Source: an optimization exercise on an open RTL-to-GDS flow (aim: small area, a short achievable clock period and few clock cycles per item). Production flows keep margins and buffers that such runs may drop. Only simulation tests tie the RTL to the original design; equivalence was not proved. No activity file was given, so power comes from the tool's default toggle rates.

==> 12-01 <==
==> flow/design.v <==
`default_nettype none
package sparcPkg;
    typedef logic [31:0] instWord_t;                   
    typedef logic [31:0] dataWord_t;                   
    typedef logic [3:0]  aluOp_t;                      
    typedef logic [1:0]  memSize_t;                    
    typedef logic [2:0]  creditCnt_t;                  
    localparam aluOp_t AluAdd   = 4'b0000;
    localparam aluOp_t AluAddx  = 4'b0001;             
    localparam aluOp_t AluSub   = 4'b0010;
    localparam aluOp_t AluSubx  = 4'b0011;             
    localparam aluOp_t AluAnd   = 4'b0100;
    localparam aluOp_t AluOr    = 4'b0101;
    localparam aluOp_t AluXor   = 4'b0110;
    localparam aluOp_t AluXnor  = 4'b0111;
    localparam aluOp_t AluAndn  = 4'b1000;
    localparam aluOp_t AluOrn   = 4'b1001;
    localparam aluOp_t AluSll   = 4'b1010;
    localparam aluOp_t AluSrl   = 4'b1011;
    localparam aluOp_t AluSra   = 4'b1100;
    localparam aluOp_t AluPassB = 4'b1110;             
    localparam logic [1:0] OpArith  = 2'b10;
    localparam logic [1:0] OpMem    = 2'b11;
    localparam logic [2:0] OpSethi2 = 3'b100;          
    localparam memSize_t SizeByte = 2'd0;
    localparam memSize_t SizeHalf = 2'd1;
    localparam memSize_t SizeWord = 2'd2;
    localparam int         QueueDepth = 2;             
    localparam creditCnt_t OutCredits = 3'd4;          
    typedef struct packed {
        logic n;
        logic z;
        logic v;
        logic c;
    } iccFlags_t;
    typedef struct packed {
        logic     isMem;
        logic     isStore;
        memSize_t size;
        logic     signExt;                             
    } memCtrl_t;
    typedef struct packed {
        instWord_t inst;
        dataWord_t operandA;
        dataWord_t operandB;
    } issueSlot_t;
    typedef struct packed {
        aluOp_t    aluOp;
        logic      setsCc;
        memCtrl_t  memCtrl;
        dataWord_t operandA;
        dataWord_t operandB;
    } decodedInst_t;
    typedef struct packed {
        dataWord_t data;
        iccFlags_t icc;                                
        memCtrl_t  memCtrl;
    } result_t;
endpackage
`default_nettype wire
`timescale 1ns/1ps
`default_nettype none
module sparcAlu (
    input  wire logic [31:0] p,
    input  wire logic [31:0] g,
    input  wire logic        arith,
    input  wire logic        sub,
    input  wire logic        useCarry,
    input  wire logic        shift,
    input  wire logic        sll,
    input  wire logic        sra,
    input  wire logic        carryIn,
    output logic [31:0]      y,
    output logic [3:0]       flags             
);
    logic        cin;
    logic [31:0] gp [0:5];                     
    logic [31:0] pp [0:5];                     
    logic        cout;
    logic [31:0] sum;
    logic [31:0] sOut;
    logic [31:0] sRes;
    logic        z;
    logic        v;
    logic        c;
    assign cin = sub ^ (useCarry && carryIn);
    always_comb begin
        gp[0] = {g[31:1], g[0] | (p[0] & cin)};
        pp[0] = p;
        for (int l = 0; l < 5; l++) begin
            for (int i = 0; i < 32; i++) begin
                if (i >= (1 << l)) begin
                    gp[l+1][i] = gp[l][i] | (pp[l][i] & gp[l][i - (1 << l)]);
                    pp[l+1][i] = pp[l][i] & pp[l][i - (1 << l)];
                end else begin
                    gp[l+1][i] = gp[l][i];
                    pp[l+1][i] = pp[l][i];
                end
            end
        end
    end
    assign cout = gp[5][31];
    assign sum  = p ^ {gp[5][30:0], cin};
    assign z = ((p ^ {(p[30:0] | g[30:0]), cin}) == 32'd0);
    assign sOut = 32'({{32{sra && p[31]}}, p} >> g[4:0]);
    always_comb begin
        for (int i = 0; i < 32; i++) sRes[i] = sll ? sOut[31 - i] : sOut[i];
    end
    assign y = shift ? sRes : sum;
    assign v = arith && !p[31] && (g[31] != sum[31]);
    assign c = arith && (cout ^ sub);          
    assign flags = {sum[31], z, v, c};
endmodule
`default_nettype wire
`timescale 1ns/1ps
`default_nettype none
module instQueue (
    input  wire logic        Clk,
    input  wire logic        rstN,
    input  wire logic        instValid,
    input  wire logic [31:0] instIn,
    input  wire logic [31:0] operandA,
    input  wire logic [31:0] operandB,
    input  wire logic        take,         
    output logic             slotValid,
    output logic [31:0]      p,
    output logic [31:0]      g,
    output logic             arith,
    output logic             sub,
    output logic             useCarry,
    output logic             setsCc,
    output logic             shift,
    output logic             sll,
    output logic             sra,
    output logic [4:0]       memCtrl
);
    logic        dArith, dLogic, dShift, dPassB, dInvB, dUseCarry, dSetsCc;
    logic [1:0]  dSel;
    logic [4:0]  dMem;
    logic [31:0] aM;
    logic [31:0] bx;
    logic [31:0] pa;
    logic [31:0] ga;
    logic [31:0] aRev;
    logic        selP;
    logic        selG;
    logic        keepG;
    logic [31:0] pIn;
    logic [31:0] gIn;
    decodeStage u_decode (
        .inst(instIn), .arith(dArith), .logicOp(dLogic), .shift(dShift), .passB(dPassB),
        .invB(dInvB), .useCarry(dUseCarry), .sel(dSel), .setsCc(dSetsCc), .memCtrl(dMem)
    );
    assign aM = dPassB ? '0 : operandA;
    assign bx = (dShift ? '0 : operandB) ^ {32{dInvB}};
    assign pa = aM ^ bx;
    assign ga = aM & bx;
    always_comb begin
        for (int i = 0; i < 32; i++) aRev[i] = operandA[31 - i];
    end
    assign selP   = !dLogic || dSel[1];               
    assign selG   = dLogic && dSel[0] && !dSel[1] || dLogic && (dSel == 2'b10);
    assign keepG  = !dLogic && !dShift;
    assign pIn    = (dShift && dSel == 2'b01) ? aRev : ((pa & {32{selP}}) | (ga & {32{selG}}));
    assign gIn    = {ga[31:5] & {27{keepG}}, dShift ? operandB[4:0] : (ga[4:0] & {5{keepG}})};
    always_ff @(posedge Clk) begin
        if (instValid) begin
            p        <= pIn;
            g        <= gIn;
            arith    <= dArith;
            sub      <= dArith && dInvB;
            useCarry <= dUseCarry;
            setsCc   <= dSetsCc;
            shift    <= dShift;
            sll      <= dShift && (dSel == 2'b01);
            sra      <= dShift && (dSel == 2'b11);
            memCtrl  <= dMem;
        end
    end
    always_ff @(posedge Clk or negedge rstN) begin
        if (!rstN) begin
            slotValid <= 1'b0;
        end else if (instValid || take) begin
            slotValid <= instValid;
        end
    end
endmodule
`default_nettype wire
`timescale 1ns/1ps
`default_nettype none
module decodeStage (
    input  wire logic [31:0] inst,
    output logic             arith,        
    output logic             logicOp,      
    output logic             shift,        
    output logic             passB,        
    output logic             invB,         
    output logic             useCarry,     
    output logic [1:0]       sel,          
    output logic             setsCc,
    output logic [4:0]       memCtrl
);
    logic [1:0] op;
    logic [5:0] op3;
    logic       grp;
    assign op  = inst[31:30];
    assign op3 = inst[24:19];
    assign grp      = (op == 2'b10) && !op3[5] && (!op3[3] || (op3[1:0] == 2'b00));
    assign sel      = op3[1:0];
    assign arith    = grp && (op3[1:0] == 2'b00);
    assign logicOp  = grp && (op3[1:0] != 2'b00);
    assign invB     = grp && op3[2];
    assign useCarry = grp && op3[3];
    assign setsCc   = grp && op3[4];
    assign shift    = (op == 2'b10) && (op3[5:2] == 4'b1001) && (op3[1:0] != 2'b00);
    assign passB    = (op == 2'b00) && (inst[24:22] == 3'b100);
    always_comb begin
        memCtrl = 5'b00000;
        if (op == 2'b11) begin
            case (op3)
                6'b001001: memCtrl = 5'b10001;  
                6'b001010: memCtrl = 5'b10011;  
                6'b000000: memCtrl = 5'b10100;  
                6'b000001: memCtrl = 5'b10000;  
                6'b000010: memCtrl = 5'b10010;  
                6'b000011: memCtrl = 5'b10100;  
                6'b001101: memCtrl = 5'b10000;  
                6'b001111: memCtrl = 5'b10100;  
                6'b000101: memCtrl = 5'b11000;  
                6'b000110: memCtrl = 5'b11010;  
                6'b000100: memCtrl = 5'b11100;  
                6'b000111: memCtrl = 5'b11100;  
                default:   memCtrl = 5'b00000;
            endcase
        end
    end
endmodule
`default_nettype wire
`timescale 1ns/1ps
`default_nettype none
module executeStage (
    input  wire logic        Clk,
    input  wire logic        rstN,
    input  wire logic        take,
    input  wire logic [31:0] p,
    input  wire logic [31:0] g,
    input  wire logic        arith,
    input  wire logic        sub,
    input  wire logic        useCarry,
    input  wire logic        setsCc,
    input  wire logic        shift,
    input  wire logic        sll,
    input  wire logic        sra,
    input  wire logic [4:0]  memCtrl,
    output logic [40:0]      resOut
);
    logic [31:0] y;
    logic [3:0]  flags;
    logic [3:0]  iccReg;
    logic [3:0]  iccNext;
    sparcAlu u_alu (
        .p, .g, .arith, .sub, .useCarry, .shift, .sll, .sra,
        .carryIn(iccReg[0]), .y, .flags
    );
    assign iccNext = setsCc ? flags : iccReg;
    always_ff @(posedge Clk or negedge rstN) begin
        if (!rstN) begin
            iccReg <= 4'd0;
        end else if (take) begin
            iccReg <= iccNext;
        end
    end
    always_ff @(posedge Clk) begin
        if (take) resOut <= {y, iccNext, memCtrl};
    end
endmodule
`default_nettype wire
`timescale 1ns/1ps
`default_nettype none
module sparcPipe (
    input  wire logic                Clk,
    input  wire logic                rstN,
    input  wire logic                instValid,
    input  wire sparcPkg::instWord_t instIn,
    input  wire sparcPkg::dataWord_t operandA,
    input  wire sparcPkg::dataWord_t operandB,
    input  wire logic                resCredit,
    output logic                     instCredit,
    output logic                     resValid,
    output sparcPkg::result_t        resOut
);
    logic                 slotValid;
    logic [31:0]          p, g;
    logic                 arith, sub, useCarry, setsCc, shift, sll, sra;
    logic [4:0]           memCtrl;
    logic                 resFull;
    logic                 take;
    sparcPkg::creditCnt_t creditCnt;    
    logic [2:0]           ahead;        
    logic [1:0]           owed;         
    logic                 resFullNext;
    sparcPkg::creditCnt_t creditNext;
    logic [2:0]           aheadNext;
    logic [1:0]           owedNext;
    instQueue u_queue (
        .Clk, .rstN, .instValid, .instIn, .operandA, .operandB, .take,
        .slotValid, .p, .g, .arith, .sub, .useCarry, .setsCc, .shift, .sll, .sra, .memCtrl
    );
    executeStage u_execute (
        .Clk, .rstN, .take, .p, .g, .arith, .sub, .useCarry, .setsCc, .shift, .sll, .sra,
        .memCtrl, .resOut
    );
    assign take        = slotValid && (!resFull || resValid);
    assign resFullNext = take || (resFull && !resValid);
    assign creditNext  = creditCnt - sparcPkg::creditCnt_t'(resValid)
                         + sparcPkg::creditCnt_t'(resCredit);
    assign aheadNext   = ahead + 3'(instCredit) - 3'(resValid);
    assign owedNext    = owed + 2'(instValid) - 2'(instCredit);
    always_ff @(posedge Clk or negedge rstN) begin
        if (!rstN) begin
            resFull    <= 1'b0;
            creditCnt  <= sparcPkg::OutCredits;
            ahead      <= 3'd0;
            owed       <= 2'd0;
            resValid   <= 1'b0;
            instCredit <= 1'b0;
        end else begin
            resFull    <= resFullNext;
            creditCnt  <= creditNext;
            ahead      <= aheadNext;
            owed       <= owedNext;
            resValid   <= resFullNext && (creditNext != '0);
            instCredit <= (owedNext != 2'd0) && ({1'b0, aheadNext} < {1'b0, creditNext});
        end
    end
endmodule
`default_nettype wire
==> flow/flow/run.sh <==
#!/bin/bash
# The standard layout (standard.sh) with two changes:
#  - synthesis skips Yosys's extract_fa step and maps the logic with ABC script
#    flow/abc_map.script (through flow/synth_abc.tcl, which wraps synth_recipe.tcl; the
#    registers are mapped before ABC, as in the standard flow);
#  - the port buffers are buf_2 cells instead of the default choice. Every port is still
#    buffered.
# The make output goes to standard_flow.log; each ORFS step keeps its own log under orfs/logs/.
set -euo pipefail
export FLOW_WORK_DIR="$PWD"
export FLOW_ABC_SCRIPT="$PWD/flow/abc_map.script"
export BUFFER_PORTS_ARGS="-buffer_cell sky130_fd_sc_hd__buf_2"
sed "s#SYNTH_SCRIPT=[^ ]*#SYNTH_SCRIPT=$PWD/flow/synth_abc.tcl#" standard.sh > flow_standard.sh
grep -q "SYNTH_SCRIPT=$PWD/flow/synth_abc.tcl" flow_standard.sh
bash flow_standard.sh > standard_flow.log 2>&1
==> flow/flow/abc_map.script <==
strash
&get -n
&st
&syn2
&dch -f
&nf -p -R 0
&put
buffer -c
topo
stime -c
upsize -c
dnsize -c
==> flow/flow/synth_abc.tcl <==
# The standard flow's synthesis script (synth_recipe.tcl, read from the work folder) with two changes:
#  - Yosys's extract_fa step is skipped, so no half- or full-adder cells are extracted and ABC
#    maps all the logic itself;
#  - ABC maps the logic with flow/abc_map.script instead of ORFS's abc_speed or abc_area script.
# Flip-flops are mapped before ABC runs, so the registers are those of the standard synthesis.
proc extract_fa {args} {
  puts "extract_fa skipped by flow/synth_abc.tcl"
}
proc abc {args} {
  set i [lsearch -exact $args -script]
  if {$i >= 0} {
    lset args [expr {$i + 1}] $::env(FLOW_ABC_SCRIPT)
  }
  yosys abc {*}$args
}
source $::env(FLOW_WORK_DIR)/synth_recipe.tcl
==> flow/standard.sh <==
#!/bin/bash
# synth_recipe.tcl (not shown) runs the flow's synth.tcl, then flattens the netlist and writes it again
# the make line also repeats each setting of config.mk as NAME=value (left out here)
make -C /OpenROAD-flow-scripts/flow DESIGN_CONFIG=/design/flow/config.mk WORK_HOME=/design/flow/orfs CLKGATE_MAP_FILE= SYNTH_SCRIPT=/design/flow/synth_recipe.tcl "${@:-finish}"
==> flow/config.mk <==
export PLATFORM = sky130hd
export DESIGN_NAME = sparcPipe
export DESIGN_NICKNAME = sparcPipe
export VERILOG_FILES = /design/flow/design.v
export SDC_FILE = /design/flow/constraint.sdc
export NUM_CORES = 4
export LEC_CHECK = 0
export ABC_AREA = 1
export CAP_MARGIN = 20
export CORE_MARGIN = 2
export CORE_UTILIZATION = 45
export GPL_ROUTABILITY_DRIVEN = 0
export SETUP_SLACK_MARGIN = 2.6
export SLEW_MARGIN = 20
export TNS_END_PERCENT = 5
==> flow/constraint.sdc <==
create_clock -name core_clock -period 5.5 [get_ports {Clk}]
set_input_delay 1.1000 -clock core_clock [delete_from_list [all_inputs] [get_ports {Clk}]]
set_output_delay 1.1000 -clock core_clock [all_outputs]
set_load 0.01 [all_outputs]
==> 10-06: changes against 12-01 <==
--- a/flow/flow/run.sh
+++ b/flow/flow/run.sh
@@ -5,3 +5,3 @@
 #    registers are mapped before ABC, as in the standard flow);
-#  - the port buffers are buf_2 cells instead of the default choice. Every port is still
+#  - the port buffers are buf_1 cells instead of the default choice. Every port is still
 #    buffered.
@@ -11,3 +11,3 @@
 export FLOW_ABC_SCRIPT="$PWD/flow/abc_map.script"
-export BUFFER_PORTS_ARGS="-buffer_cell sky130_fd_sc_hd__buf_2"
+export BUFFER_PORTS_ARGS="-buffer_cell sky130_fd_sc_hd__buf_1"
 sed "s#SYNTH_SCRIPT=[^ ]*#SYNTH_SCRIPT=$PWD/flow/synth_abc.tcl#" standard.sh > flow_standard.sh
Settings changed: CTS_BUF_LIST from default to sky130_fd_sc_hd__clkbuf_8, GPL_ROUTABILITY_DRIVEN 0 to default, SETUP_SLACK_MARGIN 2.6 to 2.7.
==> 01-23: changes against 12-01 <==
==> flow/flow/run.sh (replaced) <==
#!/bin/bash
# The standard layout (standard.sh), with the port buffers made buf_2 cells instead of the
# default choice. Every port is still buffered. The make output goes to standard_flow.log;
# each ORFS step keeps its own log under orfs/logs/.
set -euo pipefail
export BUFFER_PORTS_ARGS="-buffer_cell sky130_fd_sc_hd__buf_2"
bash standard.sh > standard_flow.log 2>&1
Settings changed: GPL_ROUTABILITY_DRIVEN 0 to default.
removed: flow/flow/abc_map.script
removed: flow/flow/synth_abc.tcl
==> notes <==
- Count of clock-buffer cells in the layout is the same in 01-23 and 10-06.
- The highest hold slack belongs to 01-23, the lowest to 10-06.
- In 01-23 the sequential power is lower than in 10-06, by about 3%.
- The highest global-route usage belongs to 01-23, the lowest to 12-01.
Testbench counts of 12-01, summed over its fixed seeds: cycles 3,216, items 3,200.
Testbench counts of 10-06, summed over its fixed seeds: cycles 3,216, items 3,200.
Testbench counts of 01-23, summed over its fixed seeds: cycles 3,216, items 3,200.

-- port drivers added, routing unchanged --
The results above use ideal ports. As a check the final layouts listed here were re-extracted and re-timed, cells and wires unchanged.
Step 1 (the two cells are an assumption about what drives the block):
set clk [get_ports {Clk}]
set_driving_cell -lib_cell sky130_fd_sc_hd__clkbuf_16 $clk
set_driving_cell -lib_cell sky130_fd_sc_hd__buf_2 [delete_from_list [all_inputs] $clk]
Step 2 moves the port delays by t, midway between the first and last clock arrival at a register: inputs arrive t later, outputs are due t later. That takes back most of the time a late clock gives input paths.
Slacks: ideal ports / drivers / drivers and shift; pairs: ideal ports / drivers.
run	shift t [ns]	setup slack, ns	hold WS [ns]	worst setup path at the end	worst slew at a driven data input, ns
12-01	0.457	2.582 / 2.582 / 2.206	0.417 / 0.417 / 0.417	input to register	0.04
10-06	0.477	2.641 / 2.641 / 2.251	0.412 / 0.412 / 0.412	input to register	0.04
01-23	0.460	2.707 / 2.707 / 2.267	0.425 / 0.425 / 0.425	input to register	0.05
After both steps setup and hold are still met in every run listed. The setup slack of 01-23, which loses most, moves by 0.000 ns with the drivers and by -0.440 ns with both steps.
